From an optimization exercise on the open Yosys and OpenROAD flow, aimed at small area, a short achievable clock period and few clock cycles per item; shortcuts taken in it are not production practice.
Function was not checked in any run shown here: the RTL went through the layout flow alone.

File: flow/run.sh
#!/bin/bash
# synth_recipe.tcl (not shown) runs the flow's synth.tcl, then flattens the netlist and writes it again
# the make line also repeats each setting of config.mk as NAME=value (left out here)
make -C /OpenROAD-flow-scripts/flow DESIGN_CONFIG=/design/flow/config.mk WORK_HOME=/design/flow/orfs CLKGATE_MAP_FILE= SYNTH_SCRIPT=/design/flow/synth_recipe.tcl finish
File: flow/config.mk
export PLATFORM = sky130hd
export DESIGN_NAME = queenSolver
export DESIGN_NICKNAME = queenSolver
export VERILOG_FILES = /design/flow/design.v
export SDC_FILE = /design/flow/constraint.sdc
export NUM_CORES = 4
export LEC_CHECK = 0
export CAP_MARGIN = 20
export CORE_MARGIN = 2
export CORE_UTILIZATION = 40
export SETUP_SLACK_MARGIN = 5
export SLEW_MARGIN = 20
File: flow/constraint.sdc
create_clock -name core_clock -period 9.0 [get_ports {clk}]
set_input_delay 1.8000 -clock core_clock [delete_from_list [all_inputs] [get_ports {clk}]]
set_output_delay 1.8000 -clock core_clock [all_outputs]
set_load 0.01 [all_outputs]
File: flow/design.v
`default_nettype none
package queenPkg;
	localparam int BoardSize = 12;
	typedef logic [3:0] coordT;
	typedef logic [BoardSize-1:0] maskT;
	typedef logic [2*BoardSize-2:0] diagT;
	typedef enum logic [1:0] {
		sIdle,
		sLoad,
		sSearch,
		sOut
	} solverStateT;
endpackage
`default_nettype wire
`default_nettype none
module queenSolver (
	input  wire logic            clk,
	input  wire logic            rst_n,
	input  wire logic            inValid,
	input  wire queenPkg::coordT row,
	input  wire queenPkg::coordT col,
	output logic                 outValid,
	output queenPkg::coordT      out
);
	localparam int N = queenPkg::BoardSize;
	queenPkg::solverStateT state;
	queenPkg::coordT q [N];
	queenPkg::maskT occ;
	queenPkg::maskT preset;
	queenPkg::maskT flag;
	queenPkg::maskT curOH;
	queenPkg::coordT lb;
	queenPkg::coordT outCol;
	queenPkg::maskT qd [N];
	queenPkg::maskT rowAtk;
	queenPkg::diagT riseAtk;
	queenPkg::diagT fallAtk;
	always_comb begin
		for (int c = 0; c < N; c++) begin
			for (int r = 0; r < N; r++) begin
				qd[c][r] = occ[c] && (q[c] == queenPkg::coordT'(r));
			end
		end
		rowAtk = '0;
		riseAtk = '0;
		fallAtk = '0;
		for (int r = 0; r < N; r++) begin
			for (int c = 0; c < N; c++) begin
				rowAtk[r] = rowAtk[r] | qd[c][r];
				riseAtk[r + c] = riseAtk[r + c] | qd[c][r];
				fallAtk[r - c + N - 1] = fallAtk[r - c + N - 1] | qd[c][r];
			end
		end
	end
	logic [N:0] riseSel;
	logic [N:0] fallSel;
	always_comb begin
		riseSel = '0;
		fallSel = '0;
		for (int c = 0; c < N; c++) begin
			for (int j = 0; j <= N; j++) begin
				if (j + c <= 2 * N - 2) begin
					riseSel[j] = riseSel[j] | (curOH[c] & riseAtk[j + c]);
				end
				if (j - 1 - c + N - 1 >= 0) begin
					fallSel[j] = fallSel[j] | (curOH[c] & fallAtk[j - 1 - c + N - 1]);
				end
			end
		end
	end
	queenPkg::maskT freeCur;
	queenPkg::maskT freeNxt;
	queenPkg::maskT nxtLo;
	queenPkg::maskT nxtHi;
	queenPkg::maskT laOk;
	queenPkg::maskT avail;
	queenPkg::maskT pick;
	queenPkg::coordT newRow;
	logic adjFree;
	logic found;
	logic multi;
	always_comb begin
		for (int r = 0; r < N; r++) begin
			freeCur[r] = !(rowAtk[r] | riseSel[r] | fallSel[r + 1]);
			freeNxt[r] = !(rowAtk[r] | riseSel[r + 1] | fallSel[r]);
		end
	end
	always_comb begin
		nxtLo = '0;
		nxtHi = '0;
		for (int r = 2; r < N; r++) begin
			nxtLo[r] = nxtLo[r - 1] | freeNxt[r - 2];
		end
		for (int r = N - 3; r >= 0; r--) begin
			nxtHi[r] = nxtHi[r + 1] | freeNxt[r + 2];
		end
	end
	assign adjFree = |(~occ & (curOH << 1));
	assign laOk = adjFree ? (nxtLo | nxtHi) : '1;
	always_comb begin
		for (int r = 0; r < N; r++) begin
			avail[r] = freeCur[r] & laOk[r] & (queenPkg::coordT'(r) >= lb);
		end
	end
	always_comb begin
		pick = '0;
		newRow = '0;
		for (int r = N - 1; r >= 0; r--) begin
			if (avail[r]) begin
				pick = '0;
				pick[r] = 1'b1;
				newRow = queenPkg::coordT'(r);
			end
		end
	end
	assign found = |avail;
	assign multi = |(avail & ~pick);
	queenPkg::maskT aboveCur;
	queenPkg::maskT nxtOH;
	logic lastCol;
	always_comb begin
		aboveCur = '0;
		for (int c = 1; c < N; c++) begin
			aboveCur[c] = aboveCur[c - 1] | curOH[c - 1];
		end
		nxtOH = '0;
		for (int c = N - 1; c >= 0; c--) begin
			if (aboveCur[c] && !occ[c]) begin
				nxtOH = '0;
				nxtOH[c] = 1'b1;
			end
		end
	end
	assign lastCol = ~|nxtOH;
	queenPkg::maskT backOH;
	queenPkg::maskT belowBack;
	queenPkg::coordT backRow;
	always_comb begin
		backOH = '0;
		for (int c = 0; c < N; c++) begin
			if (flag[c]) begin
				backOH = '0;
				backOH[c] = 1'b1;
			end
		end
		belowBack = '0;
		for (int c = N - 2; c >= 0; c--) begin
			belowBack[c] = belowBack[c + 1] | backOH[c + 1];
		end
		backRow = '0;
		for (int c = 0; c < N; c++) begin
			backRow = backRow | (backOH[c] ? q[c] : '0);
		end
	end
	logic step;
	logic load;
	queenPkg::maskT colOH;
	queenPkg::maskT occLoad;
	queenPkg::maskT firstFree;
	assign load = inValid && (state == queenPkg::sIdle || state == queenPkg::sLoad);
	assign step = (state == queenPkg::sSearch) || (state == queenPkg::sLoad && !inValid);
	always_comb begin
		colOH = '0;
		for (int c = 0; c < N; c++) begin
			colOH[c] = (col == queenPkg::coordT'(c));
		end
	end
	assign occLoad = ((state == queenPkg::sIdle) ? '0 : occ) | colOH;
	always_comb begin
		firstFree = '0;
		for (int c = N - 1; c >= 0; c--) begin
			if (!occLoad[c]) begin
				firstFree = '0;
				firstFree[c] = 1'b1;
			end
		end
	end
	always_ff @(posedge clk or negedge rst_n) begin
		if (!rst_n) begin
			state <= queenPkg::sIdle;
			outValid <= 1'b0;
			outCol <= '0;
		end else begin
			case (state)
				queenPkg::sIdle: begin
					if (inValid) state <= queenPkg::sLoad;
				end
				queenPkg::sLoad, queenPkg::sSearch: begin
					if (step) begin
						if (lastCol && (found || (&occ))) begin
							state <= queenPkg::sOut;
							outValid <= 1'b1;
						end else begin
							state <= queenPkg::sSearch;
						end
					end
				end
				default: begin
					if (outCol == queenPkg::coordT'(N - 1)) begin
						state <= queenPkg::sIdle;
						outValid <= 1'b0;
						outCol <= '0;
					end else begin
						outCol <= outCol + queenPkg::coordT'(1);
					end
				end
			endcase
		end
	end
	always_ff @(posedge clk) begin
		if (state == queenPkg::sIdle) begin
			flag <= '0;
			lb <= '0;
		end
		if (load) begin
			occ <= occLoad;
			preset <= ((state == queenPkg::sIdle) ? '0 : preset) | colOH;
			curOH <= firstFree;
			for (int c = 0; c < N; c++) begin
				if (colOH[c]) q[c] <= row;
			end
		end
		if (step) begin
			if (found) begin
				occ <= occ | curOH;
				curOH <= nxtOH;
				flag <= (flag & ~curOH) | (multi ? curOH : '0);
				lb <= '0;
				for (int c = 0; c < N; c++) begin
					if (curOH[c]) q[c] <= newRow;
				end
			end else begin
				occ <= occ & (preset | belowBack);
				curOH <= backOH;
				flag <= flag & belowBack;
				lb <= backRow + queenPkg::coordT'(1);
			end
		end
	end
	always_comb begin
		out = '0;
		for (int c = 0; c < N; c++) begin
			if (outValid && outCol == queenPkg::coordT'(c)) out = q[c];
		end
	end
endmodule
`default_nettype wire
==> impl_metrics.yaml, run 1 <==
sta:
  hold_viol: 0
  slew_headroom: 0.205
  fin_crit_ns: 4.86
  max_freq_mhz: 206
  tightest_slew_ns: 1.18
  setup_viol: 0
  hold_slack_ns: 0.575
  setup_tns_ns: 0
  rsz0062_at_grt: "true"
  slew_viol_final: 0
  final.setup_skew_ns: 0.0108
  period_share: 0.540
routing:
  wl_per_cell_um: 33.1
  dr.first_iter.drc_count: 3181
  via_per_inst: 7.64
  finalWirelength_mm: 69.2
  vias: 15982
  drc: 0
  firstDrtPassIters: 13
  drtAntennaViolNets: 0
global_routing:
  gr-total-overflow: 0
  antenna_found_initial: 0
  grt_pass1_wl_mm: 97.1
  grt_max_degree: 42
  grtUsageTotal: 0.408
  grt_pass1_vias: 14889
cells_and_area:
  fin_area_um2: 16400
  synthToLayoutAreaGrowth_pct: 33.8
  layout.nets: 1712
  final_util: 0.541
  fill_cells: 2806
  diodes: 0
  final_common_cell: "buf_4"
  final_cell_mix: "buf_4, nor2_1, o22ai_1, a21oi_1, mux2i_1"
  drive_gt1_frac: 0.362
logic_synthesis:
  netlist_area_um2: 12300
  synth.distinct_cells: 101
  async_reset_ff_frac: 0.0654
  synth-seq-cells: 107
  yosys_most_used_dff: "edfxtp_1"
  synthTopCellsByArea: "edfxtp_1, dfxtp_1, mux2i_1"
  synth_edf_count: 52
  syn_inst: 1604
  yosys_warnings: 3
  yosysTopAreaCellShare: 0.127
  synth_area_per_cell_um2: 7.66
  synth_fp_nets: 1625
  yosysTopAreaCell: "edfxtp_1"
  ys_seq_area_frac: 0.219
placed_design:
  finalWeightedCongestion: 1.11
  place_area_um2: 12400
  portBuffers: 15
  dp_hpwl_mm: 44.7
critical_path:
  path_delay_family: "simple AND/OR/NAND/NOR gates"
  cp_max_fo: 6
  worstSetupStartpointType: "flop"
  end_kind: "flop"
  cp.arrival_ns: 4.95
  path_class: "reg2reg"
  cp_slowest_cell: "edfxtp_1"
  cp.buffers_inverters: 6
  slowest_delay_ns: 0.56
  crit_chain: "buf_6, nand3b_1, nor2_4, or4_4, or2_4, a222oi_1, nand4b_1, o22a_2, nor4bb_4, buf_4, a21boi_4, nor4_4, buf_4, nand4_4, buf_12, buf_6, buf_16, mux2i_1, o22ai_1"
  cp.required_ns: 9.09
floorplan:
  ios: 16
  core-area_um2: 30400
  die_w_um: 179
  start_util: 0.404
  die-area_um2: 32100
  row_count: 64
  die_h_um: 179
clock_network:
  clk_pin_slew_ns: 0.08
  cts_made_buffers: 9
  cts.sinks: 107
  cts_tree: "done"
  insertion_delay_ns: 0.36
  cts_buffer_depth: 2
  htree_levels: 3
  ctsHoldBuffers: 0
  cts_root_buf: "clkbuf_16"
hold_path:
  min_path_type: "reg2reg"
job:
  max_cap_violations: 0
outcome:
  status: "no timing/DRC/antenna violations"
[through the flow]
stage	setup slack, ns	cells
after CTS	4.44	2030
after global placement	2.64	1868
final	4.14	2092
after floorplan	5.00	1604
after detailed placement	2.82	1869
after global routing	4.08	2092
[routing by layer]
metal	global-route usage	wire length (µm)
met5	0	0
met3	0.0994	8780
met4	0.278	6860
met1	0.498	24000
met2	0.633	29500
[worst register-to-register path, cell delays in order, from the launching register on]
cell      delay, ns
edfxtp_1       0.56
buf_6          0.20
nand3b_1       0.28
nor2_4         0.09
or4_4          0.51
or2_4          0.29
a222oi_1       0.47
nand4b_1       0.27
o22a_2         0.32
nor4bb_4       0.19
buf_4          0.18
a21boi_4       0.20
nor4_4         0.07
buf_4          0.14
nand4_4        0.14
buf_12         0.17
buf_6          0.12
buf_16         0.13
mux2i_1        0.18
o22ai_1        0.08
[logic make-up after synthesis]
kind of cell / synth area share
and+or+nand+nor: 0.283
AOI/OAI and AO/OA: 0.327
muxes: 0.0756
adders and majority gates: 0.0119
DFF: 0.219
buffers and inverters: 0.0815
xor gates and xnor gates: 0.00143
[sequential cells by signal, indices dropped and copies added (netlist names)]
register,cells
occ,12
lb,4
q,48
state,2
outValid,1
outCol,4
preset,12
flag,12
curOH,12
[Yosys cell counts (44+ instances only)]
cell,n
nor2_1,168
o22ai_1,115
a21oi_1,98
clkbuf_1,79
nand2_1,78
mux2i_1,76
a22oi_1,60
o21ai_0,57
buf_2,55
nor3_1,53
edfxtp_1,52
dfxtp_1,48
nor4_1,45
inv_1,44
[final timing paths]
path / startpoint / to / slack, ns / cells after the start
max in group asynchronous: rst_n / outCol[0] / 7.02 / 1
worst min-delay path: preset[6] / preset[6] / 0.58 / 1
min in group asynchronous: rst_n / outCol[1] / 1.70 / 1
worst max-delay path: occ[11] / curOH[9] / 4.14 / 19
worst min register to register: preset[6] / preset[6] / 0.58 / 1
worst max register to register: occ[11] / curOH[9] / 4.14 / 19
[what timing repair did]
item,in CTS,in global routing
pin swaps,90,71
setup endpoints to repair,118,110
buffers inserted,135,57
gates resized for setup,324,157
cloned,10,5
[cell type report]
cell class / instances / area (µm²) / share of cell area
Timing Repair Buffer: 240 / 2230 / 0.136
Clock buffer: 13 / 240 / 0.0146
Tap cell: 396 / 495 / 0.0301
Clock inverter: 3 / 16.3 / 0.000989
Sequential cell: 107 / 2710 / 0.165
Inverter: 44 / 174 / 0.0106
Multi-Input combinational cell: 1289 / 10600 / 0.643
==> run 2, diff against run 1 <==
--- a/flow/design.v
+++ b/flow/design.v
@@ -97,5 +97,5 @@
 	end
 	assign adjFree = |(~occ & (curOH << 1));
-	assign laOk = adjFree ? (nxtLo | nxtHi) : '1;
+	assign laOk = '1;
 	always_comb begin
 		for (int r = 0; r < N; r++) begin
--- a/flow/config.mk
+++ b/flow/config.mk
@@ -9,4 +9,3 @@
 export CORE_MARGIN = 2
 export CORE_UTILIZATION = 40
-export SETUP_SLACK_MARGIN = 5
 export SLEW_MARGIN = 20
==> run 2 against run 1 <==
Against the previous run:
- maximum frequency decreased by 15%
- first-iteration DRC count decreased by 29%
- sequential share of layout area up 6.7 points
==> impl_metrics.yaml, run 2 <==
clock_network:
  ctsHoldBuffers: 0
  htree_levels: 3
  cts_root_buf: "clkbuf_16"
  clk_pin_slew_ns: 0.08
  post_cts_resized: 0
  cts_tree: "done"
  cts_made_buffers: 9
  cts_buffer_depth: 2
  cts.sinks: 107
  insertion_delay_ns: 0.36
  cts_setup_buffers: 0
sta:
  slew_viol_final: 0
  setup_viol: 0
  post-route-worst-setup-slack_ns: 3.26
  rsz0062_at_grt: "false"
  final.setup_skew_ns: 0.00872
  setup_tns_ns: 0
  tightest_slew_ns: 1.14
  slew_headroom: 0.235
  hold_viol: 0
  max_freq_mhz: 174
  fin_crit_ns: 5.74
  period_share: 0.638
critical_path:
  cp_slowest_cell: "nor4_1"
  cp.required_ns: 9.12
  cp_max_fo: 74
  cp.arrival_ns: 5.86
  worstSetupStartpointType: "flop"
  crit_chain: "or3b_1, nor2_1, nor4_1, nand3_1, a2111oi_0, nand4_1, nand2_1, nor3_1, nand4_1, buf_4, mux2_2, a32o_1"
  path_class: "reg2reg"
  end_kind: "flop"
  slowest_delay_ns: 0.83
  crit_path_frequent_cell: "nand4_1"
cells_and_area:
  final_common_cell: "nor2_1"
  drive_gt1_frac: 0.0630
  max_flop_register: "q"
  fill_cells: 2997
  layout.nets: 1493
  final_cell_mix: "nor2_1, nand2_1, a21oi_1, o21ai_0, o22ai_1"
  fin_area_um2: 11600
  largest_reg_flops: 48
  synthToLayoutAreaGrowth_pct: 4.17
  final_util: 0.421
global_routing:
  grtUsageTotal: 0.414
  antenna_found_initial: 0
  grt_pass1_vias: 12532
  grt_max_degree: 75
  gr-total-overflow: 0
  grt_pass1_wl_mm: 87.6
routing:
  firstDrtPassIters: 9
  dr.first_iter.drc_count: 2251
  drc: 0
  via_per_inst: 7.29
  vias: 13522
  wl_per_cell_um: 33.0
  finalWirelength_mm: 61.2
  drtAntennaViolNets: 0
floorplan:
  core-area_um2: 27600
  die-area_um2: 29200
  row_count: 61
  start_util: 0.404
  ios: 16
  die_w_um: 171
  die_h_um: 171
logic_synthesis:
  synthTopCellsByCount: "nor2_1, a21oi_1, nand2_1"
  synth_most_common_cell: "nor2_1"
  async_reset_ff_frac: 0.0654
  netlist_area_um2: 11200
  synthAdderAreaFrac: 0.0131
  synthXorXnorAreaFrac: 0.00157
  synth-seq-cells: 107
  yosysTopAreaCellShare: 0.140
  synth.distinct_cells: 77
  yosysTopAreaCell: "edfxtp_1"
  synth_area_per_cell_um2: 7.12
  synth_fp_nets: 1587
  yosys_most_used_dff: "edfxtp_1"
  synthMuxAreaShare: 0.0434
  syn_inst: 1566
  synth_compound_area_frac: 0.321
  synthSimpleGateAreaFrac: 0.310
  synth_top_family_by_area: "compound AO/OA/AOI/OAI gates"
  synth_edf_count: 52
  synthTopCellsByArea: "edfxtp_1, dfxtp_1, nor2_1"
  yosys_warnings: 3
  ys_seq_area_frac: 0.242
placed_design:
  portBuffers: 15
  place_area_um2: 11300
  dp_hpwl_mm: 45.3
  finalWeightedCongestion: 1.05
  preCtsSetupSlack_ns: 3.73
job:
  max_cap_violations: 0
hold_path:
  min_path_type: "reg2reg"
outcome:
  status: "no timing/DRC/antenna violations"
run 2: cell types whose count changed in the layout (fill, tap and decap cells not counted), sizes merged, moves of 34 or more:
cell / previous run / this run
buf: 228 / 22
nand2: 81 / 118
o21ai: 59 / 113
nor2: 168 / 202
mux2i: 76 / 9
a22oi: 60 / 23
run 2: per-stage QoR:
| stage | cells | hold WS, ns |
|---|---|---|
| final | 1856 | 0.572 |
| after global routing | 1855 | 0.600 |
| after CTS | 1855 | 0.569 |
| after detailed placement | 1839 | 0.554 |
| after global placement | 1838 | 0.550 |
| after floorplan | 1566 | 0.521 |
run 2: worst max-delay path: cells and delay by family, from the launching register on:
family	cells	cell delay, ns
multiplexers	1	0.41
flip-flops	1	0.60
AO/OA/AOI/OAI	2	0.97
buffers and inverters	1	0.62
AND/OR/NAND/NOR	8	2.89
run 2: final timing paths:
path,endpoint,slack [ns],depth (start not counted),start
setup / recovery,flag[10],3.26,12,occ[5]
hold / removal,preset[10],0.57,1,preset[10]
setup reg to reg,flag[10],3.26,12,occ[5]
hold reg to reg,preset[10],0.57,1,preset[10]
max in group asynchronous,outCol[3],7.03,1,rst_n
min in group asynchronous,state[1],1.71,1,rst_n
run 2: layout make-up:
class                           count  area, µm²  area share
Sequential cell                   107       2700       0.232
Timing Repair Buffer               37        335      0.0289
Clock buffer                       11        243      0.0209
Antenna cell                        1       2.50    0.000215
Inverter                           38        143      0.0123
Multi-Input combinational cell   1279       7700       0.662
Tap cell                          378        473      0.0407
Clock inverter                      5       28.8     0.00248
run 2: metal layers:
metal	global-route usage	share of wire	vias up
li1	-	-	5789
met5	0	0	-
met4	0.307	0.089	0
met2	0.648	0.44	1090
met3	0.0736	0.099	267
met1	0.508	0.37	6376
run 2: cell families (layout without fill, tap and decap cells):
group                      Yosys count  count (layout)
AOI/OAI and AO/OA                  550             550
xor gates and xnor gates             2               2
adders and majority gates           12              12
buffers and inverters              180              91
DFF                                107             107
muxes                               44              44
other                                0               1
and+or+nand+nor                    671             671
==> run 3, diff against run 2 <==
--- a/flow/design.v
+++ b/flow/design.v
@@ -24,4 +24,5 @@
 );
 	localparam int N = queenPkg::BoardSize;
+	localparam bit Lookahead = 1'b1;
 	queenPkg::solverStateT state;
 	queenPkg::coordT q [N];
@@ -31,5 +32,4 @@
 	queenPkg::maskT curOH;
 	queenPkg::coordT lb;
-	queenPkg::coordT outCol;
 	queenPkg::maskT qd [N];
 	queenPkg::maskT rowAtk;
@@ -77,4 +77,5 @@
 	queenPkg::maskT pick;
 	queenPkg::coordT newRow;
+	logic curOcc;
 	logic adjFree;
 	logic found;
@@ -96,9 +97,10 @@
 		end
 	end
+	assign curOcc = |(occ & curOH);
 	assign adjFree = |(~occ & (curOH << 1));
-	assign laOk = '1;
+	assign laOk = (adjFree && Lookahead) ? (nxtLo | nxtHi) : '1;
 	always_comb begin
 		for (int r = 0; r < N; r++) begin
-			avail[r] = freeCur[r] & laOk[r] & (queenPkg::coordT'(r) >= lb);
+			avail[r] = freeCur[r] & laOk[r] & (queenPkg::coordT'(r) >= lb) & !curOcc;
 		end
 	end
@@ -136,4 +138,5 @@
 	queenPkg::maskT belowBack;
 	queenPkg::coordT backRow;
+	logic noFlag;
 	always_comb begin
 		backOH = '0;
@@ -153,10 +156,13 @@
 		end
 	end
+	assign noFlag = ~|flag;
 	logic step;
 	logic load;
+	logic idle;
 	queenPkg::maskT colOH;
-	queenPkg::maskT occLoad;
-	queenPkg::maskT firstFree;
-	assign load = inValid && (state == queenPkg::sIdle || state == queenPkg::sLoad);
+	queenPkg::maskT wsel;
+	queenPkg::coordT wdata;
+	assign idle = (state == queenPkg::sIdle);
+	assign load = inValid && (idle || state == queenPkg::sLoad);
 	assign step = (state == queenPkg::sSearch) || (state == queenPkg::sLoad && !inValid);
 	always_comb begin
@@ -166,19 +172,10 @@
 		end
 	end
-	assign occLoad = ((state == queenPkg::sIdle) ? '0 : occ) | colOH;
-	always_comb begin
-		firstFree = '0;
-		for (int c = N - 1; c >= 0; c--) begin
-			if (!occLoad[c]) begin
-				firstFree = '0;
-				firstFree[c] = 1'b1;
-			end
-		end
-	end
+	assign wsel = load ? colOH : ((step && !curOcc) ? curOH : '0);
+	assign wdata = load ? row : newRow;
 	always_ff @(posedge clk or negedge rst_n) begin
 		if (!rst_n) begin
 			state <= queenPkg::sIdle;
 			outValid <= 1'b0;
-			outCol <= '0;
 		end else begin
 			case (state)
@@ -188,5 +185,5 @@
 				queenPkg::sLoad, queenPkg::sSearch: begin
 					if (step) begin
-						if (lastCol && (found || (&occ))) begin
+						if (lastCol && (found || curOcc)) begin
 							state <= queenPkg::sOut;
 							outValid <= 1'b1;
@@ -197,10 +194,7 @@
 				end
 				default: begin
-					if (outCol == queenPkg::coordT'(N - 1)) begin
+					if (curOH[N - 1]) begin
 						state <= queenPkg::sIdle;
 						outValid <= 1'b0;
-						outCol <= '0;
-					end else begin
-						outCol <= outCol + queenPkg::coordT'(1);
 					end
 				end
@@ -209,37 +203,45 @@
 	end
 	always_ff @(posedge clk) begin
-		if (state == queenPkg::sIdle) begin
+		for (int c = 0; c < N; c++) begin
+			if (wsel[c]) q[c] <= wdata;
+		end
+		if (idle) begin
 			flag <= '0;
 			lb <= '0;
-		end
-		if (load) begin
-			occ <= occLoad;
-			preset <= ((state == queenPkg::sIdle) ? '0 : preset) | colOH;
-			curOH <= firstFree;
-			for (int c = 0; c < N; c++) begin
-				if (colOH[c]) q[c] <= row;
-			end
+			curOH <= queenPkg::maskT'(1);
+			occ <= load ? colOH : '0;
+			preset <= load ? colOH : '0;
+		end else if (load) begin
+			occ <= occ | colOH;
+			preset <= preset | colOH;
 		end
 		if (step) begin
+			if (lastCol && (found || curOcc)) begin
+				curOH <= queenPkg::maskT'(1);
+			end else if (found) begin
+				curOH <= nxtOH;
+			end else if (noFlag) begin
+				curOH <= nxtOH;
+			end else begin
+				curOH <= backOH;
+			end
 			if (found) begin
 				occ <= occ | curOH;
-				curOH <= nxtOH;
-				flag <= (flag & ~curOH) | (multi ? curOH : '0);
+				flag <= flag | (multi ? curOH : '0);
 				lb <= '0;
-				for (int c = 0; c < N; c++) begin
-					if (curOH[c]) q[c] <= newRow;
-				end
-			end else begin
+			end else if (!noFlag) begin
 				occ <= occ & (preset | belowBack);
-				curOH <= backOH;
 				flag <= flag & belowBack;
 				lb <= backRow + queenPkg::coordT'(1);
 			end
 		end
+		if (state == queenPkg::sOut) begin
+			curOH <= curOH << 1;
+		end
 	end
 	always_comb begin
 		out = '0;
 		for (int c = 0; c < N; c++) begin
-			if (outValid && outCol == queenPkg::coordT'(c)) out = q[c];
+			if (outValid && curOH[c]) out = q[c];
 		end
 	end
==> run 3 against run 2 <==
Against the previous run:
- still clean on timing, DRC and antenna
- critical path depth up 1
- setup slack worse by 0.57 ns
- maximum frequency down 9.0%
- synthesized area down 0.43%
- non-clock buffer count up 12
==> impl_metrics.yaml, run 3 <==
routing:
  vias: 13891
  wl_per_cell_um: 35.5
  drc: 0
  finalWirelength_mm: 62.6
  via_per_inst: 7.87
  firstDrtPassIters: 10
  drtAntennaViolNets: 0
  dr.first_iter.drc_count: 3026
cells_and_area:
  synthToLayoutAreaGrowth_pct: 5.50
  area.sequential_um2: 2790
  fill_cells: 2787
  final_cell_mix: "nor2_1, nand2_1, a21oi_1, nor3_1, nor4_1"
  multi_input_area_um2: 7620
  final_util: 0.432
  layout.nets: 1404
  drive_gt1_frac: 0.0919
  final_common_cell: "nor2_1"
  diodes: 0
  largest_reg_flops: 48
  max_flop_register: "q"
  final_cells: 1765
critical_path:
  end_kind: "flop"
  cp_max_fo: 13
  path_class: "reg2reg"
  worstSetupStartpointType: "flop"
  cp.required_ns: 9.09
  cp.arrival_ns: 6.40
logic_synthesis:
  yosys_warnings: 3
  ys_seq_area_frac: 0.251
  synth-seq-cells: 103
  synthTopCellsByCount: "nor2_1, nand2_1, a21oi_1"
  synth_edf_count: 71
  syn_inst: 1448
  synthSimpleGateAreaFrac: 0.344
  yosysTopAreaCellShare: 0.192
  synthTopCellsByArea: "edfxtp_1, dfxtp_1, nor4_1"
  synth_top_family_by_area: "simple AND/OR/NAND/NOR gates"
  yosysTopAreaCell: "edfxtp_1"
  synth_area_per_cell_um2: 7.67
  synthMuxAreaShare: 0.0253
  synthAdderAreaFrac: 0.00563
  yosys_most_used_dff: "edfxtp_1"
  synth_compound_area_frac: 0.306
  netlist_area_um2: 11100
  synth.distinct_cells: 91
  synth_fp_nets: 1464
  async_reset_ff_frac: 0.0291
  synth_most_common_cell: "nor2_1"
  synthXorXnorAreaFrac: 0.00158
clock_network:
  post_cts_resized: 0
  clk_pin_slew_ns: 0.08
  cts_root_buf: "clkbuf_16"
  cts_tree: "done"
  cts_buffer_depth: 2
  htree_levels: 3
  cts.sinks: 103
  ctsHoldBuffers: 0
  cts_made_buffers: 9
  cts_setup_buffers: 0
  insertion_delay_ns: 0.36
hold_path:
  min_path_type: "reg2reg"
floorplan:
  die_h_um: 171
  row_count: 60
  start_util: 0.410
  die_w_um: 171
  core-area_um2: 27100
  ios: 16
  die-area_um2: 29100
placed_design:
  dp_hpwl_mm: 48.0
  portBuffers: 15
  finalWeightedCongestion: 1.15
  place_inst: 1748
global_routing:
  grtUsageTotal: 0.426
  grt_pass1_wl_mm: 90.2
  antenna_found_initial: 0
  grt_pass1_vias: 12599
  gr-total-overflow: 0
  grt_max_degree: 38
sta:
  tightest_slew_ns: 1.19
  slew_viol_final: 0
  period_share: 0.701
  fin_crit_ns: 6.31
  rsz0062_at_grt: "false"
  hold_viol: 0
  setup_viol: 0
  slew_headroom: 0.197
  max_freq_mhz: 158
  hold_slack_ns: 0.510
  setup_tns_ns: 0
  final.setup_skew_ns: 0.0173
job:
  max_cap_violations: 0
outcome:
  status: "no timing/DRC/antenna violations"
## run 3: per-layer routing
layer | track usage | up-vias | part of all wire
met5 | 0 | - | 0
met4 | 0.272 | 0 | 0.080
met3 | 0.0967 | 309 | 0.13
met2 | 0.630 | 1308 | 0.41
met1 | 0.560 | 6604 | 0.38
li1 | - | 5670 | -
## run 3: through the flow
stage               setup slack (ns)  area (µm²)
global placement                3.00       11400
detailed placement              2.99       11400
floorplan                       4.38       11100
CTS                             2.97       11700
global route                    2.29       11700
finish                          2.69       11700
## run 3: kinds of logic (layout without fill, tap and decap cells)
kind of cell,Yosys count,count (layout)
multiplexers,28,28
AO/OA/AOI/OAI,461,461
buffers and inverters,157,102
XOR/XNOR,2,2
adder cells (fa/ha/maj),5,5
flip-flops,103,103
AND/OR/NAND/NOR,692,692
## run 3: cell type report
| type | instances | area share |
|---|---|---|
| Inverter | 37 | 0.0119 |
| Timing Repair Buffer | 49 | 0.0344 |
| Multi-Input combinational cell | 1188 | 0.650 |
| Clock buffer | 9 | 0.0192 |
| Tap cell | 372 | 0.0397 |
| Clock inverter | 7 | 0.00673 |
| Sequential cell | 103 | 0.238 |
## run 3: worst max-delay path: stages, from the launching register on
cell and delay (ns):
edfxtp_1 0.69, nand2b_1 0.37, nor2_1 0.19, nor4_1 0.93
nand3_2 0.44, a222oi_1 0.50, nand4_1 0.24, nor4_1 0.69
or3_1 0.42, o31a_1 0.30, nor2_1 0.16, nand4_1 0.63
mux2i_1 0.33, o21ai_0 0.13
## run 3: final timing paths
path / startpoint / to / slack, ns / depth (start not counted)
min reg2reg: flag[8] / flag[8] / 0.51 / 2
max: q[7][3] / curOH[8] / 2.69 / 13
max in group asynchronous: rst_n / state[0] / 7.21 / 1
min: flag[8] / flag[8] / 0.51 / 2
min in group asynchronous: rst_n / state[1] / 1.63 / 1
max reg2reg: q[7][3] / curOH[8] / 2.69 / 13
==> run 4, diff against run 3 <==
--- a/flow/config.mk
+++ b/flow/config.mk
@@ -9,3 +9,4 @@
 export CORE_MARGIN = 2
 export CORE_UTILIZATION = 40
+export SETUP_SLACK_MARGIN = 3.5
 export SLEW_MARGIN = 20
==> run 4 against run 3 <==
Against the previous run:
- maximum frequency rose by 18%
- hold slack lost 0.0054 ns
- synthesized cell count unchanged
- critical path depth unchanged
- setup slack improved by 0.95 ns
- count of clock-buffer cells in the layout unchanged
- cell count up 1.4%
- critical endpoint is now curOH[3]
- utilization up 2.8 points
- clock skew down 0.00072 ns
- register-to-register slack gained 0.95 ns
==> impl_metrics.yaml, run 4 <==
clock_network:
  ctsHoldBuffers: 0
  cts_tree: "done"
  cts_made_buffers: 9
  cts_root_buf: "clkbuf_16"
  insertion_delay_ns: 0.36
  htree_levels: 3
  clk_pin_slew_ns: 0.08
  cts_buffer_depth: 2
  cts.sinks: 103
logic_synthesis:
  yosysTopAreaCellShare: 0.192
  synth_edf_count: 71
  syn_inst: 1448
  synth_fp_nets: 1464
  synth-seq-cells: 103
  synthTopCellsByCount: "nor2_1, nand2_1, a21oi_1"
  ys_seq_area_frac: 0.251
  async_reset_ff_frac: 0.0291
  yosys_warnings: 3
  netlist_area_um2: 11100
  synth.distinct_cells: 91
  yosysTopAreaCell: "edfxtp_1"
  synth_area_per_cell_um2: 7.67
  yosys_most_used_dff: "edfxtp_1"
  synthTopCellsByArea: "edfxtp_1, dfxtp_1, nor4_1"
  synth_most_common_cell: "nor2_1"
floorplan:
  die_h_um: 171
  die-area_um2: 29100
  ios: 16
  die_w_um: 171
  start_util: 0.410
  core-area_um2: 27100
  row_count: 60
critical_path:
  cp.arrival_ns: 5.55
  cp_max_fo: 10
  cp.required_ns: 9.19
  path_class: "reg2reg"
  end_kind: "flop"
  worstSetupStartpointType: "flop"
placed_design:
  finalWeightedCongestion: 1.15
  dp_hpwl_mm: 48.0
  portBuffers: 15
cells_and_area:
  synthToLayoutAreaGrowth_pct: 12.2
  drive_gt1_frac: 0.155
  diodes: 0
  max_flop_register: "q"
  largest_reg_flops: 48
  layout.nets: 1429
  final_common_cell: "nor2_1"
  fill_cells: 2740
  final_cell_mix: "nor2_1, nand2_1, a21oi_1, edfxtp_1, nor3_1"
sta:
  hold_slack_ns: 0.505
  period_share: 0.596
  setup_tns_ns: 0
  rsz0062_at_grt: "false"
  fin_crit_ns: 5.36
  final.setup_skew_ns: 0.0165
  setup_viol: 0
  tightest_slew_ns: 1.13
  hold_viol: 0
  max_freq_mhz: 186
  slew_viol_final: 0
  slew_headroom: 0.239
routing:
  wl_per_cell_um: 35.1
  finalWirelength_mm: 62.8
  firstDrtPassIters: 10
  drtAntennaViolNets: 0
  drc: 0
  vias: 13875
  via_per_inst: 7.75
  dr.first_iter.drc_count: 2669
hold_path:
  min_path_type: "reg2reg"
global_routing:
  met1_usage: 0.556
  antenna_found_initial: 0
  use_met3: 0.0988
  gr-total-overflow: 0
  met2_usage: 0.635
  grt-busiest-layer: "met2"
  grtUsageTotal: 0.426
  grt_pass1_wl_mm: 90.4
  grt_pass1_vias: 12627
  grt_max_degree: 38
job:
  max_cap_violations: 0
outcome:
  status: "no timing/DRC/antenna violations"
[run 4: cell counts after synthesis]
No cell type changed its count.
[run 4: cell type report]
class	instances	area [µm²]	area share
multi-input combinational	1188	8140	0.653
sequential	103	2790	0.224
timing repair buffer	74	622	0.0499
tap	372	465	0.0373
clock buffer	9	225	0.0181
inverter	37	144	0.0115
clock inverter	7	78.8	0.00633
[run 4: worst max-delay path: stages, from the launching register on]
cell and delay, ns:
dfxtp_1 0.63, nand2_1 0.33, nor4_1 0.72, nor2_1 0.21
nand2_1 0.23, a2111oi_0 0.16, and4_1 0.30, and3_1 0.23
or4_1 0.51, o31a_1 0.36, or2_1 0.38, o41ai_2 0.52
nand2b_1 0.34, o21ai_0 0.29
[run 4: repair_timing]
action,CTS,global route
resized for setup,25,75
endpoints found under the setup margin,91,81
setup buffers,4,22
pin swaps,2,2
[run 4: layer usage]
metal / up-vias / wire [µm] / part of all wire
li1: 5731 / - / -
met1: 6646 / 23900 / 0.38
met2: 1209 / 26300 / 0.42
met3: 289 / 7610 / 0.12
met4: 0 / 4980 / 0.079
met5: - / 0 / 0
[run 4: final timing paths]
kind                       slack, ns  depth (start not counted)    start  endpoint
max in group asynchronous       7.20                          1    rst_n  state[0]
setup / recovery                3.64                         13   occ[7]  curOH[3]
hold / removal                  0.50                          2  flag[8]   flag[8]
hold reg to reg                 0.50                          2  flag[8]   flag[8]
min in group asynchronous       1.64                          1    rst_n  outValid
setup reg to reg                3.64                         13   occ[7]  curOH[3]
[run 4: logic make-up after synthesis]
logic type,synth area share
multiplexers,0.0253
AND/OR/NAND/NOR,0.344
flip-flops,0.251
AO/OA/AOI/OAI,0.306
XOR/XNOR,0.00158
adder cells (fa/ha/maj),0.00563
buffers and inverters,0.0668
[run 4: metrics by stage]
stage | area, µm² | utilization | cells | worst slack [ns]
global placement | 11400 | 0.420 | 1748 | 3.00
global route | 12500 | 0.460 | 1790 | 3.51
finish | 12500 | 0.460 | 1790 | 3.64
floorplan | 11100 | - | 1448 | 4.38
detailed placement | 11400 | 0.420 | 1748 | 2.99
CTS | 11900 | 0.438 | 1768 | 3.50
==> run 5, diff against run 4 <==
--- a/flow/design.v
+++ b/flow/design.v
@@ -27,9 +27,16 @@
 	queenPkg::solverStateT state;
 	queenPkg::coordT q [N];
+	queenPkg::maskT preset;
+	queenPkg::maskT below;
+	queenPkg::maskT flag;
+	logic retry;
 	queenPkg::maskT occ;
-	queenPkg::maskT preset;
-	queenPkg::maskT flag;
 	queenPkg::maskT curOH;
-	queenPkg::coordT lb;
+	assign occ = preset | below;
+	always_comb begin
+		for (int c = 0; c < N; c++) begin
+			curOH[c] = !below[c] && (c == 0 || below[c - 1]);
+		end
+	end
 	queenPkg::maskT qd [N];
 	queenPkg::maskT rowAtk;
@@ -67,4 +74,11 @@
 				end
 			end
+		end
+	end
+	queenPkg::coordT curRow;
+	always_comb begin
+		curRow = '0;
+		for (int c = 0; c < N; c++) begin
+			curRow = curRow | (curOH[c] ? q[c] : '0);
 		end
 	end
@@ -97,10 +111,11 @@
 		end
 	end
-	assign curOcc = |(occ & curOH);
-	assign adjFree = |(~occ & (curOH << 1));
+	assign curOcc = |(preset & curOH);
+	assign adjFree = |(~preset & (curOH << 1));
 	assign laOk = (adjFree && Lookahead) ? (nxtLo | nxtHi) : '1;
 	always_comb begin
 		for (int r = 0; r < N; r++) begin
-			avail[r] = freeCur[r] & laOk[r] & (queenPkg::coordT'(r) >= lb) & !curOcc;
+			avail[r] = freeCur[r] & laOk[r] & !curOcc
+				& (!retry || queenPkg::coordT'(r) > curRow);
 		end
 	end
@@ -118,40 +133,19 @@
 	assign found = |avail;
 	assign multi = |(avail & ~pick);
-	queenPkg::maskT aboveCur;
-	queenPkg::maskT nxtOH;
+	queenPkg::maskT belowNxt;
 	logic lastCol;
 	always_comb begin
-		aboveCur = '0;
+		belowNxt[0] = below[0] | curOH[0];
 		for (int c = 1; c < N; c++) begin
-			aboveCur[c] = aboveCur[c - 1] | curOH[c - 1];
-		end
-		nxtOH = '0;
-		for (int c = N - 1; c >= 0; c--) begin
-			if (aboveCur[c] && !occ[c]) begin
-				nxtOH = '0;
-				nxtOH[c] = 1'b1;
-			end
-		end
-	end
-	assign lastCol = ~|nxtOH;
-	queenPkg::maskT backOH;
+			belowNxt[c] = below[c] | curOH[c] | (belowNxt[c - 1] & preset[c]);
+		end
+	end
+	assign lastCol = &(occ | curOH);
 	queenPkg::maskT belowBack;
-	queenPkg::coordT backRow;
 	logic noFlag;
 	always_comb begin
-		backOH = '0;
-		for (int c = 0; c < N; c++) begin
-			if (flag[c]) begin
-				backOH = '0;
-				backOH[c] = 1'b1;
-			end
-		end
 		belowBack = '0;
 		for (int c = N - 2; c >= 0; c--) begin
-			belowBack[c] = belowBack[c + 1] | backOH[c + 1];
-		end
-		backRow = '0;
-		for (int c = 0; c < N; c++) begin
-			backRow = backRow | (backOH[c] ? q[c] : '0);
+			belowBack[c] = belowBack[c + 1] | flag[c + 1];
 		end
 	end
@@ -160,4 +154,5 @@
 	logic load;
 	logic idle;
+	logic done;
 	queenPkg::maskT colOH;
 	queenPkg::maskT wsel;
@@ -166,4 +161,5 @@
 	assign load = inValid && (idle || state == queenPkg::sLoad);
 	assign step = (state == queenPkg::sSearch) || (state == queenPkg::sLoad && !inValid);
+	assign done = lastCol && (found || curOcc);
 	always_comb begin
 		colOH = '0;
@@ -185,5 +181,5 @@
 				queenPkg::sLoad, queenPkg::sSearch: begin
 					if (step) begin
-						if (lastCol && (found || curOcc)) begin
+						if (done) begin
 							state <= queenPkg::sOut;
 							outValid <= 1'b1;
@@ -208,42 +204,31 @@
 		if (idle) begin
 			flag <= '0;
-			lb <= '0;
-			curOH <= queenPkg::maskT'(1);
-			occ <= load ? colOH : '0;
+			retry <= 1'b0;
+			below <= '0;
 			preset <= load ? colOH : '0;
 		end else if (load) begin
-			occ <= occ | colOH;
 			preset <= preset | colOH;
 		end
 		if (step) begin
-			if (lastCol && (found || curOcc)) begin
-				curOH <= queenPkg::maskT'(1);
-			end else if (found) begin
-				curOH <= nxtOH;
-			end else if (noFlag) begin
-				curOH <= nxtOH;
+			if (done) begin
+				below <= '0;
+			end else if (found || noFlag) begin
+				below <= belowNxt;
 			end else begin
-				curOH <= backOH;
+				below <= belowBack;
 			end
 			if (found) begin
-				occ <= occ | curOH;
 				flag <= flag | (multi ? curOH : '0);
-				lb <= '0;
+				retry <= 1'b0;
 			end else if (!noFlag) begin
-				occ <= occ & (preset | belowBack);
 				flag <= flag & belowBack;
-				lb <= backRow + queenPkg::coordT'(1);
+				retry <= 1'b1;
 			end
 		end
 		if (state == queenPkg::sOut) begin
-			curOH <= curOH << 1;
-		end
-	end
-	always_comb begin
-		out = '0;
-		for (int c = 0; c < N; c++) begin
-			if (outValid && curOH[c]) out = q[c];
-		end
-	end
+			below <= {below[N-2:0], 1'b1};
+		end
+	end
+	assign out = outValid ? curRow : '0;
 endmodule
 `default_nettype wire
==> run 5 against run 4 <==
Against the previous run:
- global-route usage down 1.7 points
- critical path depth decreased by 6
- die area fell by 11%
- sequential share of layout area increased by 0.48 points
- register-to-register slack about the same
- first-iteration DRC count down 7.8%
- cell count down 13%
- setup slack got worse by 0.14 ns
- highest routed layer unchanged
==> impl_metrics.yaml, run 5 <==
sta:
  setup_viol: 0
  post-route-worst-setup-slack_ns: 3.50
  max_freq_mhz: 182
  tightest_slew_ns: 1.18
  final.setup_skew_ns: 0.0105
  setup_tns_ns: 0
  hold_viol: 0
  rsz0062_at_grt: "false"
  hold_slack_ns: 0.500
  period_share: 0.612
  fin_crit_ns: 5.50
  slew_headroom: 0.203
  slew_viol_final: 0
logic_synthesis:
  yosys_most_used_dff: "edfxtp_1"
  synth-seq-cells: 88
  ys_seq_area_frac: 0.252
  synth_fp_nets: 1259
  synth.distinct_cells: 101
  synthTopCellsByCount: "nor3_1, nor2_1, nor4_1"
  netlist_area_um2: 9850
  synthTopCellsByArea: "edfxtp_1, nor4_1, nor3_1"
  async_reset_ff_frac: 0.0341
  yosysTopAreaCell: "edfxtp_1"
  synth_most_common_cell: "nor3_1"
  synth_edf_count: 71
  syn_inst: 1244
  yosys_warnings: 4
  yosysTopAreaCellShare: 0.216
  synth_area_per_cell_um2: 7.92
clock_network:
  cts_buffer_depth: 2
  cts.sinks: 88
  clk_pin_slew_ns: 0.07
  cts_tree: "done"
  htree_levels: 3
  cts_root_buf: "clkbuf_16"
  cts_made_buffers: 9
  ctsHoldBuffers: 0
  insertion_delay_ns: 0.35
critical_path:
  end_kind: "output pin"
  r2r_slack_ns: 3.64
  cp_max_fo: 19
  rr_endpoint: "flag[5]"
  worstSetupStartpointType: "flop"
  reg2reg_depth: 14
  reg2reg_from: "below[7]"
  slowest_delay_ns: 1.00
  crit_path_frequent_cell: "nor2b_1"
  cp.arrival_ns: 3.70
  crit_chain: "nor2b_1, buf_4, a22o_1, nor4_1, and3_1, nor2b_1, clkdlybuf4s50_1"
  cp_slowest_cell: "nor4_1"
  path_class: "reg2out"
  cp.required_ns: 7.20
outcome:
  status: "no timing/DRC/antenna violations"
floorplan:
  die_w_um: 161
  core-area_um2: 24200
  die-area_um2: 25900
  die_h_um: 161
  row_count: 57
  start_util: 0.406
  ios: 16
cells_and_area:
  final_cells: 1554
  synthToLayoutAreaGrowth_pct: 10.4
  final_util: 0.449
  drive_gt1_frac: 0.146
  layout.nets: 1240
  fin_area_um2: 10900
  final_common_cell: "nor3_1"
  largest_reg_flops: 48
  final_cell_mix: "nor3_1, nor2_1, nand2_1, edfxtp_1, nand2b_1"
  max_flop_register: "q"
  diodes: 0
placed_design:
  place_inst: 1536
  dp_hpwl_mm: 43.4
  place_area_um2: 10300
  portBuffers: 15
  preCtsSetupSlack_ns: 3.02
  finalWeightedCongestion: 1.08
global_routing:
  grtUsageTotal: 0.409
  grt_pass1_vias: 10809
  gr-total-overflow: 0
  antenna_found_initial: 1
  grt_pass1_wl_mm: 77.0
  grt_max_degree: 26
routing:
  dr.first_iter.drc_count: 2462
  finalWirelength_mm: 54.7
  drc: 0
  wl_per_cell_um: 35.2
  firstDrtPassIters: 10
  drtAntennaViolNets: 0
  vias: 11984
  via_per_inst: 7.71
hold_path:
  holdCritStartpoint: "flag[3]"
  min_path_type: "reg2reg"
  hold-path-cell-count: 1
  hold_end: "flag[3]"
job:
  max_cap_violations: 0
[run 5: worst max path at each step]
stage	cells after the start	to	slack, ns	start
4_1_cts	14	below[8]	3.59	below[8]
6_report	7	out[2]	3.50	below[2]
2_1_floorplan	13	q[0][2]	4.73	preset[2]
3_3_place_gp	12	q[7][2]	3.08	below[6]
5_1_grt	14	flag[9]	3.49	below[8]
3_5_place_dp	12	q[3][2]	3.02	below[6]
[run 5: repair_timing]
| item | 4_1_cts | 5_1_grt |
|---|---|---|
| pin swaps | 0 | 3 |
| setup buffers | 0 | 2 |
| resized for setup | 10 | 39 |
| endpoints found under the setup margin | 48 | 75 |
[run 5: layout make-up]
class / instances / area (µm²)
clock buffer: 9 / 225
fill: 2520 / 13400
multi-input combinational: 1054 / 7210
timing repair buffer: 49 / 418
sequential: 88 / 2490
clock inverter: 7 / 48.8
inverter: 23 / 86.3
tap: 324 / 405
[run 5: kinds of logic after synthesis]
kind of cell	share of synthesized area
AOI/OAI and AO/OA	0.273
muxes	0.00635
and+or+nand+nor	0.416
DFF	0.252
buffers and inverters	0.0475
adders and majority gates	0.00508
[run 5: worst max-delay path: cells and delay by family (launching register included)]
kind	cells	cell delay, ns
buffers and inverters	2	0.74
AO/OA/AOI/OAI	1	0.29
flip-flops	1	0.63
AND/OR/NAND/NOR	4	1.69
[run 5: routing by layer]
metal	wire [µm]	vias to the layer above	global-route usage
met5	0	-	0
met4	3780	0	0.209
met3	6380	226	0.0793
met2	23000	1009	0.619
met1	21500	5735	0.553
li1	-	5014	-
==> run 6, diff against run 5 <==
--- a/flow/design.v
+++ b/flow/design.v
@@ -24,5 +24,5 @@
 );
 	localparam int N = queenPkg::BoardSize;
-	localparam bit Lookahead = 1'b1;
+	localparam int Ahead = 5;
 	queenPkg::solverStateT state;
 	queenPkg::coordT q [N];
@@ -60,16 +60,16 @@
 		end
 	end
-	logic [N:0] riseSel;
-	logic [N:0] fallSel;
-	always_comb begin
-		riseSel = '0;
-		fallSel = '0;
-		for (int c = 0; c < N; c++) begin
-			for (int j = 0; j <= N; j++) begin
+	logic [N+Ahead-1:0] riseW;
+	logic [N+Ahead-1:0] fallW;
+	always_comb begin
+		riseW = '0;
+		fallW = '0;
+		for (int c = 0; c < N; c++) begin
+			for (int j = 0; j < N + Ahead; j++) begin
 				if (j + c <= 2 * N - 2) begin
-					riseSel[j] = riseSel[j] | (curOH[c] & riseAtk[j + c]);
-				end
-				if (j - 1 - c + N - 1 >= 0) begin
-					fallSel[j] = fallSel[j] | (curOH[c] & fallAtk[j - 1 - c + N - 1]);
+					riseW[j] = riseW[j] | (curOH[c] & riseAtk[j + c]);
+				end
+				if (j - Ahead - c + N - 1 >= 0) begin
+					fallW[j] = fallW[j] | (curOH[c] & fallAtk[j - Ahead - c + N - 1]);
 				end
 			end
@@ -83,38 +83,43 @@
 		end
 	end
-	queenPkg::maskT freeCur;
-	queenPkg::maskT freeNxt;
-	queenPkg::maskT nxtLo;
-	queenPkg::maskT nxtHi;
+	queenPkg::maskT free [Ahead + 1];
 	queenPkg::maskT laOk;
 	queenPkg::maskT avail;
 	queenPkg::maskT pick;
 	queenPkg::coordT newRow;
+	logic [Ahead:0] checkCol;
 	logic curOcc;
-	logic adjFree;
 	logic found;
 	logic multi;
 	always_comb begin
+		for (int d = 0; d <= Ahead; d++) begin
+			for (int r = 0; r < N; r++) begin
+				free[d][r] = !(rowAtk[r] | riseW[r + d] | fallW[r - d + Ahead]);
+			end
+		end
+	end
+	always_comb begin
+		checkCol = '0;
+		for (int d = 1; d <= Ahead; d++) begin
+			for (int c = 0; c + d < N; c++) begin
+				checkCol[d] = checkCol[d] | (curOH[c] & !preset[c + d]);
+			end
+		end
+	end
+	always_comb begin
+		laOk = '1;
+		for (int d = 1; d <= Ahead; d++) begin
+			for (int r = 0; r < N; r++) begin
+				laOk[r] = laOk[r] & (!checkCol[d]
+					| (|(free[d] & ~((queenPkg::maskT'(1) << r)
+						| (queenPkg::maskT'(1) << (r + d))
+						| ((r >= d) ? (queenPkg::maskT'(1) << (r - d)) : '0)))));
+			end
+		end
+	end
+	assign curOcc = |(preset & curOH);
+	always_comb begin
 		for (int r = 0; r < N; r++) begin
-			freeCur[r] = !(rowAtk[r] | riseSel[r] | fallSel[r + 1]);
-			freeNxt[r] = !(rowAtk[r] | riseSel[r + 1] | fallSel[r]);
-		end
-	end
-	always_comb begin
-		nxtLo = '0;
-		nxtHi = '0;
-		for (int r = 2; r < N; r++) begin
-			nxtLo[r] = nxtLo[r - 1] | freeNxt[r - 2];
-		end
-		for (int r = N - 3; r >= 0; r--) begin
-			nxtHi[r] = nxtHi[r + 1] | freeNxt[r + 2];
-		end
-	end
-	assign curOcc = |(preset & curOH);
-	assign adjFree = |(~preset & (curOH << 1));
-	assign laOk = (adjFree && Lookahead) ? (nxtLo | nxtHi) : '1;
-	always_comb begin
-		for (int r = 0; r < N; r++) begin
-			avail[r] = freeCur[r] & laOk[r] & !curOcc
+			avail[r] = free[0][r] & laOk[r] & !curOcc
 				& (!retry || queenPkg::coordT'(r) > curRow);
 		end
==> run 6 against run 5 <==
Against the previous run:
- critical path depth rose by 13
- cell count increased by 29%
- sequential cell count unchanged
==> impl_metrics.yaml, run 6 <==
outcome:
  status: "no timing/DRC/antenna violations"
critical_path:
  cp_slowest_cell: "nor4_4"
  cp.depth: 20
  slowest_delay_ns: 0.69
  crit_path_frequent_cell: "buf_4"
  cp.required_ns: 9.21
  path_class: "reg2reg"
  reg2reg_depth: 20
  cp_max_fo: 12
  crit_chain: "nor2_4, buf_4, nor4_4, nor4_2, nand3_2, buf_4, a222oi_1, nand3_1, nor2_1, a21oi_1, nand3_1, a211oi_1, nor4_4, buf_4, nor4_4, buf_4, nand4b_1, a41o_1, a41oi_4, o21ai_0"
  cp.arrival_ns: 5.81
  end_kind: "flop"
  cp.buffers_inverters: 4
  path_delay_family: "simple AND/OR/NAND/NOR gates"
  worstSetupStartpointType: "flop"
cells_and_area:
  fin_area_um2: 15800
  max_flop_register: "q"
  fill_cells: 2357
  drive_gt1_frac: 0.366
  layout.nets: 1668
  synthToLayoutAreaGrowth_pct: 43.2
  final_cell_mix: "buf_4, nand2_1, nor2_1, edfxtp_1, o22ai_1"
  area.sequential_um2: 2490
  final_common_cell: "buf_4"
  largest_reg_flops: 48
  final_cells: 2000
  multi_input_area_um2: 10200
clock_network:
  insertion_delay_ns: 0.34
  cts_root_buf: "clkbuf_16"
  htree_levels: 3
  cts.sinks: 88
  clk_pin_slew_ns: 0.07
  cts_made_buffers: 9
  cts_buffer_depth: 2
  cts_tree: "done"
routing:
  vias: 16302
  met2_wirelength_mm: 28.0
  dr.first_iter.drc_count: 3773
  wl_per_cell_um: 36.0
  wl_met1_mm: 25.1
  drtAntennaViolNets: 0
  firstDrtPassIters: 12
  route.met3.wl_mm: 12.3
  drc: 0
  via_per_inst: 8.15
  highest_layer: "met5"
  finalWirelength_mm: 72.0
floorplan:
  die-area_um2: 29000
  die_w_um: 170
  core-area_um2: 27000
  die_h_um: 170
  ios: 16
  row_count: 60
  start_util: 0.409
logic_synthesis:
  syn_inst: 1479
  yosys_warnings: 5
  synth_most_common_cell: "nor4_1"
  synth-seq-cells: 88
  synthXorXnorAreaFrac: 0
  synthTopCellsByArea: "edfxtp_1, nor4_1, nor3_1"
  synth_edf_count: 71
  synthSimpleGateAreaFrac: 0.403
  synth_top_family_by_area: "simple AND/OR/NAND/NOR gates"
  ys_seq_area_frac: 0.225
  netlist_area_um2: 11000
  synth.distinct_cells: 97
  synth_area_per_cell_um2: 7.47
  yosysTopAreaCell: "edfxtp_1"
  yosysTopAreaCellShare: 0.193
  synth_compound_area_frac: 0.301
  yosys_most_used_dff: "edfxtp_1"
  synth_fp_nets: 1495
  synthMuxAreaShare: 0.00770
  synthAdderAreaFrac: 0.00759
  synthTopCellsByCount: "nor4_1, nor3_1, nor2_1"
  async_reset_ff_frac: 0.0341
job:
  max_cap_violations: 0
placed_design:
  portBuffers: 15
  finalWeightedCongestion: 1.17
  place_area_um2: 11600
  preCtsSetupSlack_ns: 2.03
  dp_hpwl_mm: 51.0
  place_inst: 1770
sta:
  post-route-worst-setup-slack_ns: 3.40
  rsz0062_at_grt: "true"
  period_share: 0.622
  setup_viol: 0
  slew_viol_final: 0
  final.setup_skew_ns: 0.0114
  tightest_slew_ns: 1.14
  slew_headroom: 0.241
  hold_viol: 0
  max_freq_mhz: 179
  fin_crit_ns: 5.60
  setup_tns_ns: 0
global_routing:
  grt_pass1_vias: 14290
  grt_max_degree: 31
  antenna_found_initial: 1
  grtUsageTotal: 0.465
  grt_pass1_wl_mm: 98.7
  gr-total-overflow: 0
hold_path:
  hold-path-cell-count: 2
  min_path_type: "reg2reg"
[run 6: cells by family (layout without fill, tap and decap cells)]
kind of cell | count (synthesis) | in the layout
simple gates | 788 | 790
compound gates | 449 | 449
buf+inv | 139 | 315
flops | 88 | 88
mux | 8 | 8
fa+ha+maj | 7 | 7
other cells | 0 | 2
[run 6: layout make-up]
type / count / share of cell area
multi-input combinational: 1254 / 0.643
clock buffer: 9 / 0.0142
antenna: 2 / 0.000316
clock inverter: 7 / 0.00435
sequential: 88 / 0.157
timing repair buffer: 271 / 0.147
inverter: 28 / 0.00664
tap: 341 / 0.0270
[run 6: stage by stage]
stage               utilization  hold slack (ns)
floorplan                     -            0.453
global placement          0.426            0.463
detailed placement        0.428            0.484
CTS                       0.507            0.492
global route              0.585            0.513
finish                    0.585            0.492
[run 6: what timing repair did]
item	CTS	global route
gates resized for setup	221	144
hold buffers	0	0
pin swaps	27	39
buffers inserted	58	152
gates cloned	2	0
endpoints found under the setup margin	75	76
[run 6: final timing paths]
| kind | startpoint | endpoint | slack [ns] |
|---|---|---|---|
| min | flag[1] | flag[1] | 0.49 |
| min reg2reg | flag[1] | flag[1] | 0.49 |
| max | preset[10] | flag[11] | 3.40 |
| max in group asynchronous | rst_n | state[1] | 7.19 |
| max reg2reg | preset[10] | flag[11] | 3.40 |
| min in group asynchronous | rst_n | outValid | 1.64 |
[run 6: layer usage]
metal / up-vias / track usage
met3: 581 / 0.173
met2: 1847 / 0.654
met4: 2 / 0.286
met5: - / 0
li1: 6412 / -
met1: 7460 / 0.599
[run 6: tightest hold or removal path, stage by stage (launching register included)]
cell	delay [ns]
dfxtp_1	0.30
o311ai_0	0.07
o21ai_1	0.07
==> run 7, diff against run 6 <==
--- a/flow/design.v
+++ b/flow/design.v
@@ -24,5 +24,5 @@
 );
 	localparam int N = queenPkg::BoardSize;
-	localparam int Ahead = 5;
+	localparam int Ahead = 4;
 	queenPkg::solverStateT state;
 	queenPkg::coordT q [N];
==> run 7 against run 6 <==
Against the previous run:
- critical path depth is 5 lower
- global-route usage down 2.9 points
- non-clock buffer count is 125 lower
- wire length shrank 7.1%
- utilization is 8.5 points lower
- cell area fell by 13%
- via count shrank 7.3%
- sequential share of layout area is 2.3 points higher
- hold slack worse by 0.019 ns
- cell count fell by 5.1%
- critical path type unchanged
- highest routed layer is now met4
==> impl_metrics.yaml, run 7 <==
cells_and_area:
  multi_input_area_um2: 9300
  max_flop_register: "q"
  final_cells: 1897
  final_util: 0.500
  drive_gt1_frac: 0.249
  fill_cells: 2712
  synthToLayoutAreaGrowth_pct: 23.7
  final_cell_mix: "buf_4, nor2_1, nand2_1, edfxtp_1, nor3_1"
  layout.nets: 1527
  largest_reg_flops: 48
  final_common_cell: "buf_4"
  fin_area_um2: 13800
  area.sequential_um2: 2490
logic_synthesis:
  synth_area_per_cell_um2: 7.70
  synth.distinct_cells: 99
  syn_inst: 1451
  synth_fp_nets: 1466
  synth_most_common_cell: "nor2_1"
  ys_seq_area_frac: 0.223
  synth-seq-cells: 88
  yosysTopAreaCellShare: 0.191
  netlist_area_um2: 11200
  yosys_most_used_dff: "edfxtp_1"
  async_reset_ff_frac: 0.0341
  synthTopCellsByCount: "nor2_1, nor3_1, nand2_1"
  yosysTopAreaCell: "edfxtp_1"
  yosys_warnings: 5
  synth_edf_count: 71
  synthTopCellsByArea: "edfxtp_1, nor3_1, nor4_1"
global_routing:
  antenna_found_initial: 1
  grt_pass1_wl_mm: 92.4
  grt_pass1_vias: 13313
  grt_max_degree: 30
  grtUsageTotal: 0.436
  gr-total-overflow: 0
critical_path:
  crit_chain: "nor2_2, nor3_2, nor4_1, nand2_1, a222oi_1, nand4_1, nor3_1, nor3_2, a31oi_1, nand4_2, nand4_1, nor3_4, nand3b_4, mux2_2, a22o_1"
  slowest_delay_ns: 0.88
  end_kind: "flop"
  cp_slowest_cell: "nor4_1"
  cp.arrival_ns: 5.70
  path_class: "reg2reg"
  worstSetupStartpointType: "flop"
  cp_max_fo: 15
  cp.required_ns: 9.10
routing:
  drtAntennaViolNets: 0
  vias: 15106
  dr.first_iter.drc_count: 3250
  wl_per_cell_um: 35.3
  firstDrtPassIters: 10
  via_per_inst: 7.96
  finalWirelength_mm: 66.9
  drc: 0
floorplan:
  start_util: 0.404
  core-area_um2: 27600
  die_h_um: 171
  ios: 16
  die-area_um2: 29300
  die_w_um: 171
  row_count: 61
clock_network:
  insertion_delay_ns: 0.35
  cts_buffer_depth: 2
  cts.sinks: 88
  clk_pin_slew_ns: 0.06
  cts_made_buffers: 9
  cts_root_buf: "clkbuf_16"
  cts_tree: "done"
  ctsHoldBuffers: 0
  htree_levels: 3
sta:
  fin_crit_ns: 5.59
  period_share: 0.621
  max_freq_mhz: 179
  setup_tns_ns: 0
  setup_viol: 0
  rsz0062_at_grt: "true"
  post-route-worst-setup-slack_ns: 3.41
  final.setup_skew_ns: 0.0142
  hold_viol: 0
  slew_headroom: 0.147
  tightest_slew_ns: 1.27
  slew_viol_final: 0
placed_design:
  place_inst: 1783
  portBuffers: 15
  finalWeightedCongestion: 1.17
  dp_hpwl_mm: 50.3
  preCtsSetupSlack_ns: 2.43
  place_area_um2: 11700
hold_path:
  min_path_type: "reg2reg"
job:
  max_cap_violations: 0
outcome:
  status: "no timing/DRC/antenna violations"
run 7: final timing paths:
path	from	endpoint	slack [ns]	depth (start not counted)
worst max register to register	preset[6]	below[7]	3.41	15
worst min register to register	flag[1]	flag[1]	0.47	2
worst max-delay path	preset[6]	below[7]	3.41	15
min in group asynchronous	rst_n	state[1]	1.64	1
worst min-delay path	flag[1]	flag[1]	0.47	2
max in group asynchronous	rst_n	outValid	7.21	1
run 7: cell type report:
class,count,share of cell area
antenna,2,0.000362
clock buffer,10,0.0166
clock inverter,6,0.00607
inverter,15,0.00408
multi-input combinational,1252,0.673
sequential,88,0.180
tap,378,0.0342
timing repair buffer,146,0.0852
run 7: critical path: cells and delay by family, from the launching register on:
| family | cells | cell delay, ns |
|---|---|---|
| DFF | 1 | 0.51 |
| muxes | 1 | 0.37 |
| and+or+nand+nor | 11 | 3.57 |
| AOI/OAI and AO/OA | 3 | 0.89 |
run 7: routing by layer:
layer | vias up | track usage | wire length [µm] | part of all wire
met5 | - | 0 | 0 | 0
met2 | 1460 | 0.652 | 27200 | 0.41
met3 | 408 | 0.143 | 9600 | 0.14
met4 | 0 | 0.234 | 5390 | 0.080
met1 | 7149 | 0.555 | 24700 | 0.37
li1 | 6089 | - | - | -
run 7: metrics by stage:
stage / hold WS [ns]
after floorplan: 0.436
after global routing: 0.510
after CTS: 0.469
after global placement: 0.451
after detailed placement: 0.460
final: 0.472
run 7: cells by family after synthesis:
group                      after synthesis  synth area share
DFF                                     88             0.223
muxes                                    9           0.00829
AOI/OAI and AO/OA                      412             0.283
and+or+nand+nor                        820             0.433
buffers and inverters                  116            0.0465
adders and majority gates                6           0.00639
run 7: repair_timing:
item,CTS,global route
resized for setup,90,90
setup endpoints to repair,75,75
buffers inserted,28,63
gates cloned,0,5
pin swaps,12,30

-- afterwards: timing with drivers on the ports --
No port has a modelled driver above. Below, the same layouts with a new extraction and two added sets of constraints. Step 1 (the two cells are an assumption about what drives the block):
set clk [get_ports {clk}]
set_driving_cell -lib_cell sky130_fd_sc_hd__clkbuf_16 $clk
set_driving_cell -lib_cell sky130_fd_sc_hd__buf_2 [delete_from_list [all_inputs] $clk]
Step 2 adds t to the input delays and takes it off the output delays; t is the mean of the earliest and latest rising clock arrival at the registers after step 1. Input paths then give back, and output paths get back, about the clock's delay inside the block. a / b / c = no drivers / after step 1 / after step 2; a / b = the first two.
| run | t, ns | setup slack, ns | worst setup path at the end | pins driven straight from the clock port |
|---|---|---|---|---|
| run 1 | 0.401 | 4.142 / 4.142 / 4.142 | register to register | 1 |
| run 2 | 0.398 | 3.258 / 3.258 / 3.258 | register to register | 1 |
| run 3 | 0.390 | 2.688 / 2.688 / 2.688 | register to register | 1 |
| run 4 | 0.394 | 3.636 / 3.636 / 3.636 | register to register | 1 |
| run 5 | 0.379 | 3.496 / 3.457 / 3.640 | register to register | 1 |
| run 6 | 0.376 | 3.400 / 3.400 / 3.400 | register to register | 1 |
| run 7 | 0.388 | 3.407 / 3.407 / 3.407 | register to register | 1 |
After both steps setup and hold are still met in every run listed.
